From an optimization exercise on the open Yosys and OpenROAD flow, aimed at small area and a short achievable clock period; shortcuts taken in it are not production practice.
In this exercise RTL edits were held to simulation tests only and were not proved equivalent to the original.

==> 05-15 <==
## bbox_top
module bbox_top (
    input  logic               clk,
    input  logic               rst_n,
    input  logic [143:0]       tri_in,
    input  logic               tri_valid,
    input  logic [47:0]        screen,
    input  logic [3:0]         ss_code,
    input  logic               hold,
    output logic [143:0]       out_tri,
    output logic [95:0]        out_box,
    output logic               out_valid
);
    localparam int NM = 183;
    logic [2:0]    keep_r, keep_d;
    logic [143:0]  t1_q, t2_q, t3_q;
    logic          v1, v2, v3;
    logic [24:0]   dx10_d, dy21_d, dy10_d, dx21_d;
    logic [24:0]   dx10, dy21, dy10, dx21;
    logic          x2lt0, y2lt0;
    logic [5:0]    ord_d, ord2;
    logic [NM-1:0] mid_d, mid2;
    logic [95:0]   box_d, box3;
    logic          back_face;
    bbox_snap u_snap (
        .ss_code (ss_code),
        .keep    (keep_d)
    );
    bbox_pipe u_diff (
        .tri_in (tri_in),
        .dx10   (dx10_d),
        .dy21   (dy21_d),
        .dy10   (dy10_d),
        .dx21   (dx21_d)
    );
    bbox_order u_order (
        .tri_in (t1_q),
        .x2lt0  (x2lt0),
        .y2lt0  (y2lt0)
    );
    bbox_cull_a u_cull_a (
        .dx10 (dx10),
        .dy21 (dy21),
        .dy10 (dy10),
        .dx21 (dx21),
        .m    (mid_d)
    );
    assign ord_d = {dx10[24], dx21[24], x2lt0, dy10[24], dy21[24], y2lt0};
    bbox_cull_b u_cull_b (
        .m         (mid2),
        .back_face (back_face)
    );
    bbox_extent u_extent (
        .tri_in (t2_q),
        .order  (ord2),
        .screen (screen),
        .keep   (keep_r),
        .box    (box_d)
    );
    always_ff @(posedge clk) begin
  ...
export LEC_CHECK = 0
export ABC_AREA = 1
export CAP_MARGIN = 20
export CORE_MARGIN = 2
export CORE_UTILIZATION = 55
export SLEW_MARGIN = 40
export TNS_END_PERCENT = 0
create_clock -name core_clock -period 15.0 [get_ports {clk}]
standard.sh (not shown) runs the stock make flow with config.mk's settings and CLKGATE_MAP_FILE= SYNTH_SCRIPT=/design/flow/synth_recipe.tcl, a recipe that flattens the netlist after the stock synthesis.
==> flow/flow/run.sh <==
#!/bin/bash
set -euo pipefail
bash standard.sh SETUP_SLACK_MARGIN=10.5 MATCH_CELL_FOOTPRINT=0 \
  "BUFFER_PORTS_ARGS=-buffer_cell sky130_fd_sc_hd__buf_1" finish > make.log 2>&1
==> inputs of 01-07, as changes to 05-15 <==
TNS_END_PERCENT = 10   (was 0)
==> inputs of 11-16, as changes to 05-15 <==
--- a/flow/design.v
+++ b/flow/design.v
@@ -1670,15 +1670,17 @@
 endmodule
 `timescale 1ns/1ps
 module bbox_pipe (
     input  logic [143:0] tri_in,
     output logic [24:0]  dx10,
     output logic [24:0]  dy21,
     output logic [24:0]  dy10,
-    output logic [24:0]  dx21
+    output logic [24:0]  dx21,
+    output logic         x2lt0,
+    output logic         y2lt0
 );
     wire [24:0] x0 = {tri_in[  47], tri_in[  24 +: 24]};
     wire [24:0] y0 = {tri_in[  23], tri_in[   0 +: 24]};
     wire [24:0] x1 = {tri_in[  95], tri_in[  72 +: 24]};
     wire [24:0] y1 = {tri_in[  71], tri_in[  48 +: 24]};
     wire [24:0] x2 = {tri_in[ 143], tri_in[ 120 +: 24]};
     wire [24:0] y2 = {tri_in[ 119], tri_in[  96 +: 24]};
@@ -2150,26 +2152,14 @@
     wire dx21_sp55 = dx21_sp37 & dx21_sp45;
     wire dx21_sg56 = dx21_sg46 | (dx21_sp46 & dx21_sg45);
     wire dx21_sp56 = dx21_sp46 & dx21_sp45;
     wire dx21_sg57 = dx21_sg47 | (dx21_sp47 & dx21_sg45);
     wire dx21_sp57 = dx21_sp47 & dx21_sp45;
     wire [24:0] dx21_c = {dx21_sg56, dx21_sg55, dx21_sg54, dx21_sg53, dx21_sg52, dx21_sg51, dx21_sg50, dx21_sg49, dx21_sg48, dx21_sg45, dx21_sg44, dx21_sg43, dx21_sg42, dx21_sg41, dx21_sg40, dx21_sg39, dx21_sg38, dx21_sg29, dx21_sg28, dx21_sg27, dx21_sg26, dx21_sg15, dx21_sg14, dx21_sg1, 1'b1};
     assign dx21 = dx21_p ^ dx21_c;
-endmodule
-module bbox_order (
-    input  logic [143:0] tri_in,
-    output logic         x2lt0,
-    output logic         y2lt0
-);
-    wire [24:0] x0 = {tri_in[  47], tri_in[  24 +: 24]};
-    wire [24:0] y0 = {tri_in[  23], tri_in[   0 +: 24]};
-    wire [24:0] x1 = {tri_in[  95], tri_in[  72 +: 24]};
-    wire [24:0] y1 = {tri_in[  71], tri_in[  48 +: 24]};
-    wire [24:0] x2 = {tri_in[ 143], tri_in[ 120 +: 24]};
-    wire [24:0] y2 = {tri_in[ 119], tri_in[  96 +: 24]};
     wire [24:0] x2lt0_g = x2 & ~x0;
     wire [24:0] x2lt0_p = ~(x2 ^ x0);
     wire x2lt0_tg1 = x2lt0_g[0] | (x2lt0_p[0] & 1'b1);
     wire x2lt0_tp1 = x2lt0_p[0] & 1'b0;
     wire x2lt0_tg2 = x2lt0_g[2] | (x2lt0_p[2] & x2lt0_g[1]);
     wire x2lt0_tp2 = x2lt0_p[2] & x2lt0_p[1];
     wire x2lt0_tg3 = x2lt0_g[4] | (x2lt0_p[4] & x2lt0_g[3]);
@@ -2284,34 +2274,31 @@
 );
     localparam int NM = 183;
     logic [2:0]    keep_r, keep_d;
     logic [143:0]  t1_q, t2_q, t3_q;
     logic          v1, v2, v3;
     logic [24:0]   dx10_d, dy21_d, dy10_d, dx21_d;
     logic [24:0]   dx10, dy21, dy10, dx21;
-    logic          x2lt0, y2lt0;
+    logic          x2lt0_d, y2lt0_d, x2lt0, y2lt0;
     logic [5:0]    ord_d, ord2;
     logic [NM-1:0] mid_d, mid2;
     logic [95:0]   box_d, box3;
     logic          back_face;
     bbox_snap u_snap (
         .ss_code (ss_code),
         .keep    (keep_d)
     );
     bbox_pipe u_diff (
         .tri_in (tri_in),
         .dx10   (dx10_d),
         .dy21   (dy21_d),
         .dy10   (dy10_d),
-        .dx21   (dx21_d)
-    );
-    bbox_order u_order (
-        .tri_in (t1_q),
-        .x2lt0  (x2lt0),
-        .y2lt0  (y2lt0)
+        .dx21   (dx21_d),
+        .x2lt0  (x2lt0_d),
+        .y2lt0  (y2lt0_d)
     );
     bbox_cull_a u_cull_a (
         .dx10 (dx10),
         .dy21 (dy21),
         .dy10 (dy10),
         .dx21 (dx21),
         .m    (mid_d)
@@ -2334,14 +2321,16 @@
     always_ff @(posedge clk) begin
         if (!hold) begin
             t1_q  <= tri_in;
             dx10  <= dx10_d;
             dy21  <= dy21_d;
             dy10  <= dy10_d;
             dx21  <= dx21_d;
+            x2lt0 <= x2lt0_d;
+            y2lt0 <= y2lt0_d;
             t2_q  <= t1_q;
             mid2  <= mid_d;
             ord2  <= ord_d;
             t3_q  <= t2_q;
             box3  <= box_d;
         end
     end
CORE_UTILIZATION = 65   (was 55)
TNS_END_PERCENT = 10   (was 0)
==> comparison table <==
metric	05-15	01-07	11-16
Run status	complete, no violations	complete, no violations	complete, no violations
Overall track demand over capacity in global routing	33.32%	33.32%	38.48%
Clock Buffer Count	101	101	100
Placed instance area	63,770 sq um	63,770 sq um	63,360 sq um
Library cells used by synthesis	49	49	54
Met2 WL post-DR	81,360 um	81,770 um	81,090 um
Sum of buffers and inverters on the critical path	5	5	2
Share of layout cells above drive strength 1	5.941%	6.230%	6.725%
Final-layout non-clock buffer area share	3.994%	4.097%	4.428%
End of the worst hold path	t3_q[24]	t3_q[24]	t3_q[25]
Horizontal die dimension	336.7 um	336.7 um	309.7 um
Quantity of gates resized following cts	31	32	53
Wire length of the first global-routing pass	277,300 um	277,400 um	270,400 um
CP Max Fanout	26	24	9
Smallest hold slack	0.3851 ns	0.3845 ns	0.3965 ns
N_diodes	6	6	4
Clock tree skew after final layout	0.04116 ns	0.04257 ns	0.04150 ns
DR vias	44,080	44,190	44,910
Share of the final layout cell area in multi-input gates	46.61%	46.61%	46.90%

## port drivers added, routing unchanged
The flow's constraints put no driver on any port. The routed layouts listed below were extracted and timed again, unchanged, in two steps.
Step 1: set_driving_cell puts a clkbuf_16 on clk and a buf_2 on each other input, an assumption about the parent block.
Step 2 also shifts input and output timing later by t, the mid clock arrival at the registers, as if the neighbouring blocks saw the same clock.
a / b / c = no drivers / after step 1 / after step 2; a / b = the first two.
run | t (ns) | setup WS [ns] | worst hold slack (ns) | worst setup path at the end | clock arrival spread, ns
05-15 | 0.767 | 10.365 / 10.365 / 9.753 | 0.385 / 0.385 / 0.385 | input to register | 0.042 / 0.042
01-07 | 0.766 | 10.365 / 10.365 / 9.766 | 0.384 / 0.384 / 0.384 | input to register | 0.043 / 0.043
11-16 | 0.752 | 10.378 / 10.429 / 9.677 | 0.397 / 0.397 / 0.397 | input to register | 0.042 / 0.042
After both steps setup and hold are still met in every run listed. The setup slack of 11-16, which loses most, moves by +0.051 ns with the drivers and by -0.701 ns with both steps.
